Background: an optimization exercise with open tools, aiming at small area, a short achievable clock period and few clock cycles. Do not read the settings as production practice.
Where RTL was checked, it was by simulation tests only, not by an equivalence proof against the original.

Setup of run A:
## julia_worker
module julia_worker (
	input  logic               tb_clk,
	input  logic               rst,
	input  logic               start,
	input  logic [19:0]        pixel,   
	input  logic [43:0]        c,       
	input  logic               mc_busy,
	output logic               ready,
	output logic               done,
	output logic [63:0]        result   
);
	logic        busy;
	logic        load;
	logic        tree_escaped;
	logic        periodic;
	logic [7:0]  count;
	logic [19:0] pix_q;
	logic [13:0] xr, xi, xr0, xi0;
	logic [1:0]  xr_top, xi_top;    
	logic        ovr, ovi;
	logic [15:0] nre, nim;
	logic [14:0] cre, cim, cre0, cim0;
	logic [27:0] z_seen;
	logic        waiting;     
	logic        w_dec;       
	logic        w_black;     
	logic        esc_q;       
	logic        per_q;       
	logic        res_free;
	logic        sure_esc;
	logic        stop;
	logic        step;
	logic        transfer;
	logic [19:0] res_index;
	logic [19:0] pix_index;
	logic [7:0]  res_count;
	logic        res_black;
	jw_sure_escape u_sure (
		.xr       (xr),
		.xi       (xi),
		.ovr      (ovr),
		.ovi      (ovi),
		.sure_esc (sure_esc)
	);
	assign stop = esc_q | per_q | sure_esc | (count == 8'(MAX_ITER));
	assign step = busy & ~waiting & ~stop;
	jw_control u_control (
		.rst      (rst),
		.start    (start),
		.mc_busy  (mc_busy),
		.busy     (busy),
		.waiting  (waiting),
		.done     (done),
		.stop     (stop),
		.ready    (ready),
  ...
Size in the first run: ~1,800 cells after synthesis, about 130 I/O pins, ~19,000 µm² of cells after synthesis.
==> module julia_worker, before the edit <==
module julia_worker (
	input  logic               tb_clk,
	input  logic               rst,
	input  logic               start,
	input  logic [19:0]        pixel,   
	input  logic [43:0]        c,       
	input  logic               mc_busy,
	output logic               ready,
	output logic               done,
	output logic [63:0]        result   
);
	logic        busy;
	logic        load;
	logic        tree_escaped;
	logic        periodic;
	logic [7:0]  count;
	logic [19:0] pix_q;
	logic [13:0] xr, xi, xr0, xi0;
	logic [1:0]  xr_top, xi_top;    
	logic        ovr, ovi;
	logic [15:0] nre, nim;
	logic [14:0] cre, cim, cre0, cim0;
	logic [27:0] z_seen;
	logic        waiting;     
	logic        w_dec;       
	logic        w_black;     
	logic        esc_q;       
	logic        per_q;       
	logic        res_free;
	logic        sure_esc;
	logic        stop;
	logic        step;
	logic        transfer;
	logic [19:0] res_index;
	logic [19:0] pix_index;
	logic [7:0]  res_count;
	logic        res_black;
	jw_sure_escape u_sure (
		.xr       (xr),
		.xi       (xi),
		.ovr      (ovr),
		.ovi      (ovi),
		.sure_esc (sure_esc)
	);
	assign stop = esc_q | per_q | sure_esc | (count == 8'(MAX_ITER));
	assign step = busy & ~waiting & ~stop;
	jw_control u_control (
		.rst      (rst),
		.start    (start),
		.mc_busy  (mc_busy),
		.busy     (busy),
		.waiting  (waiting),
		.done     (done),
		.stop     (stop),
		.ready    (ready),
		.load     (load),
		.res_free (res_free)
	);
	iter_counter u_counter (
		.tb_clk   (tb_clk),
		.load     (load),
		.step     (step),
		.count    (count)
	);
	assign transfer = busy & res_free & (waiting | stop);
	always_ff @(posedge tb_clk) begin
		if (rst) begin
			busy    <= 1'b0;
			waiting <= 1'b0;
			done    <= 1'b0;
			esc_q   <= 1'b0;
			per_q   <= 1'b0;
		end else begin
			busy    <= load | (busy & ~transfer);
			waiting <= busy & ~load & ~res_free & (waiting | stop);
			done    <= transfer | (done & mc_busy);
			esc_q   <= step & tree_escaped;
			per_q   <= step & periodic;
		end
		if (~waiting) begin
			w_dec   <= esc_q;
			w_black <= ~esc_q & (per_q | (count == 8'(MAX_ITER)));
		end
	end
	always_ff @(posedge tb_clk) begin
		if (res_free) begin
			res_index <= pix_index;
			if (waiting) begin
				res_count <= w_dec ? count - 8'd1 : count;
				res_black <= w_black;
			end else begin
				res_count <= esc_q ? count - 8'd1 : count;
				res_black <= ~esc_q & (per_q | (count == 8'(MAX_ITER)));
			end
		end
	end
	jw_start u_start (
		.pixel (pixel),
		.c     (c),
		.xr    (xr0),
		.xi    (xi0),
		.cre   (cre0),
		.cim   (cim0)
	);
	jw_step u_step (
		.xr      (xr),
		.xi      (xi),
		.cre     (cre),
		.cim     (cim),
		.escaped (tree_escaped),
		.nre     (nre),
		.nim     (nim)
	);
	always_ff @(posedge tb_clk) begin
		if (count[3:0] == 4'd0) begin
			z_seen <= {xr, xi};
		end
	end
	assign periodic = (count != 8'd0) & ~ovr & ~ovi & ({xr, xi} == z_seen);
	assign ovr = {xr_top, xr[13]} != {3{xr[13]}};
	assign ovi = {xi_top, xi[13]} != {3{xi[13]}};
	always_ff @(posedge tb_clk) begin
		if (load) begin
			{xr_top, xr} <= {{2{xr0[13]}}, xr0};
			{xi_top, xi} <= {{2{xi0[13]}}, xi0};
		end else begin
			{xr_top, xr} <= nre;
			{xi_top, xi} <= nim;
		end
		if (load) begin
			cre   <= cre0;
			cim   <= cim0;
			pix_q <= pixel;
		end
	end
	assign pix_index = {pix_q[9:0], 9'd0} + {2'd0, pix_q[9:0], 7'd0} + 20'(pix_q[19:10]);
	pixel_result u_result (
		.index  (res_index),
		.count  (res_count),
		.black  (res_black),
		.result (result)
	);
endmodule
==> module jw_sure_escape, before the edit <==
module jw_sure_escape (
	input  logic [13:0] xr,
	input  logic [13:0] xi,
	input  logic        ovr,
	input  logic        ovi,
	output logic        sure_esc
);
	logic [12:0] mr, mi;
	logic        big_r, big_i;
	assign mr = xr[12:0] ^ {13{xr[13]}};
	assign mi = xi[12:0] ^ {13{xi[13]}};
	assign big_r = mr[12] & (|mr[11:0]);
	assign big_i = mi[12] & (|mi[11:0]);
	assign sure_esc = ovr | ovi | big_r | big_i;
endmodule
Settings: LEC_CHECK=0, CAP_MARGIN=60, CORE_MARGIN=2, CORE_UTILIZATION=40, SLEW_MARGIN=60, SYNTH_HIERARCHICAL=1, SYNTH_MINIMUM_KEEP_SIZE=0; clock period 14.0 ns.
run.sh (not shown) runs the stock make flow with config.mk's settings and CLKGATE_MAP_FILE= SYNTH_SCRIPT=/design/flow/synth_recipe.tcl, a recipe that flattens the netlist after the stock synthesis.
Edits applied to the flow inputs when going from run A to run B:
diff --git a/flow/design.v b/flow/design.v
--- a/flow/design.v
+++ b/flow/design.v
@@ -569,12 +569,13 @@
 	logic        w_black;     
 	logic        esc_q;       
 	logic        per_q;       
 	logic        res_free;
 	logic        sure_esc;
 	logic        stop;
+	logic        late_stop;   
 	logic        step;
 	logic        transfer;
 	logic [19:0] res_index;
 	logic [19:0] pix_index;
 	logic [7:0]  res_count;
 	logic        res_black;
@@ -582,13 +583,13 @@
 		.xr       (xr),
 		.xi       (xi),
 		.ovr      (ovr),
 		.ovi      (ovi),
 		.sure_esc (sure_esc)
 	);
-	assign stop = esc_q | per_q | sure_esc | (count == 8'(MAX_ITER));
+	assign stop = late_stop | sure_esc;
 	assign step = busy & ~waiting & ~stop;
 	jw_control u_control (
 		.rst      (rst),
 		.start    (start),
 		.mc_busy  (mc_busy),
 		.busy     (busy),
@@ -610,18 +611,20 @@
 		if (rst) begin
 			busy    <= 1'b0;
 			waiting <= 1'b0;
 			done    <= 1'b0;
 			esc_q   <= 1'b0;
 			per_q   <= 1'b0;
+			late_stop <= 1'b0;
 		end else begin
 			busy    <= load | (busy & ~transfer);
 			waiting <= busy & ~load & ~res_free & (waiting | stop);
 			done    <= transfer | (done & mc_busy);
 			esc_q   <= step & tree_escaped;
 			per_q   <= step & periodic;
+			late_stop <= step & (tree_escaped | periodic | (count == 8'(MAX_ITER - 1)));
 		end
 		if (~waiting) begin
 			w_dec   <= esc_q;
 			w_black <= ~esc_q & (per_q | (count == 8'(MAX_ITER)));
 		end
 	end
@@ -706,13 +709,15 @@
 	input  logic [13:0] xi,
 	input  logic        ovr,
 	input  logic        ovi,
 	output logic        sure_esc
 );
 	logic [12:0] mr, mi;
-	logic        big_r, big_i;
+	logic        big_r, big_i, mid_r, mid_i;
 	assign mr = xr[12:0] ^ {13{xr[13]}};
 	assign mi = xi[12:0] ^ {13{xi[13]}};
 	assign big_r = mr[12] & (|mr[11:0]);
 	assign big_i = mi[12] & (|mi[11:0]);
-	assign sure_esc = ovr | ovi | big_r | big_i;
+	assign mid_r = mr[12] | (mr[11] & (mr[10] | (mr[9] & mr[8] & mr[7])));
+	assign mid_i = mi[12] | (mi[11] & (mi[10] | (mi[9] & mi[8] & mi[7])));
+	assign sure_esc = ovr | ovi | big_r | big_i | (mid_r & mid_i);
 endmodule
## What came out
- On peak per-stage delay on the critical path, run A and run B are neck and neck.
- From run A to run B the numbers moved as follows: sink count of the clock tree shows an increase of 1; first-pass GRT wire length fell by about 0.65%; post-route fraction of the period consumed by the critical path fell 0.83 points.
- There was hardly any difference in synthesized area between run B and run A.
Testbench counts of run B, summed over its fixed seeds: cycles 102,501.
Function not checked in run A: the RTL went through the layout flow alone.

-- port drivers added, routing unchanged --
No port has a modelled driver above. Below, the same layouts with a new extraction and two added sets of constraints.
Step 1 (the two cells are an assumption about what drives the block):
set clk [get_ports {tb_clk}]
set_driving_cell -lib_cell sky130_fd_sc_hd__clkbuf_16 $clk
set_driving_cell -lib_cell sky130_fd_sc_hd__buf_2 [delete_from_list [all_inputs] $clk]
Step 2 also shifts input and output timing later by t, the mid clock arrival at the registers, as if the neighbouring blocks saw the same clock.
Three values: ideal ports, drivers, drivers and shift; two values: the first two.
| run | t, ns | slack for setup (ns) | hold WS [ns] | latest minus earliest clock arrival (ns) | slew at the worst register clock pin (ns) |
|---|---|---|---|---|---|
| run A | 0.491 | 7.741 / 7.692 / 7.804 | 0.422 / 0.422 / 0.422 | 0.027 / 0.027 | 0.09 / 0.09 |
| run B | 0.498 | 7.858 / 7.858 / 7.858 | 0.422 / 0.422 / 0.422 | 0.011 / 0.010 | 0.07 / 0.07 |
After both steps every run listed still meets setup and hold.
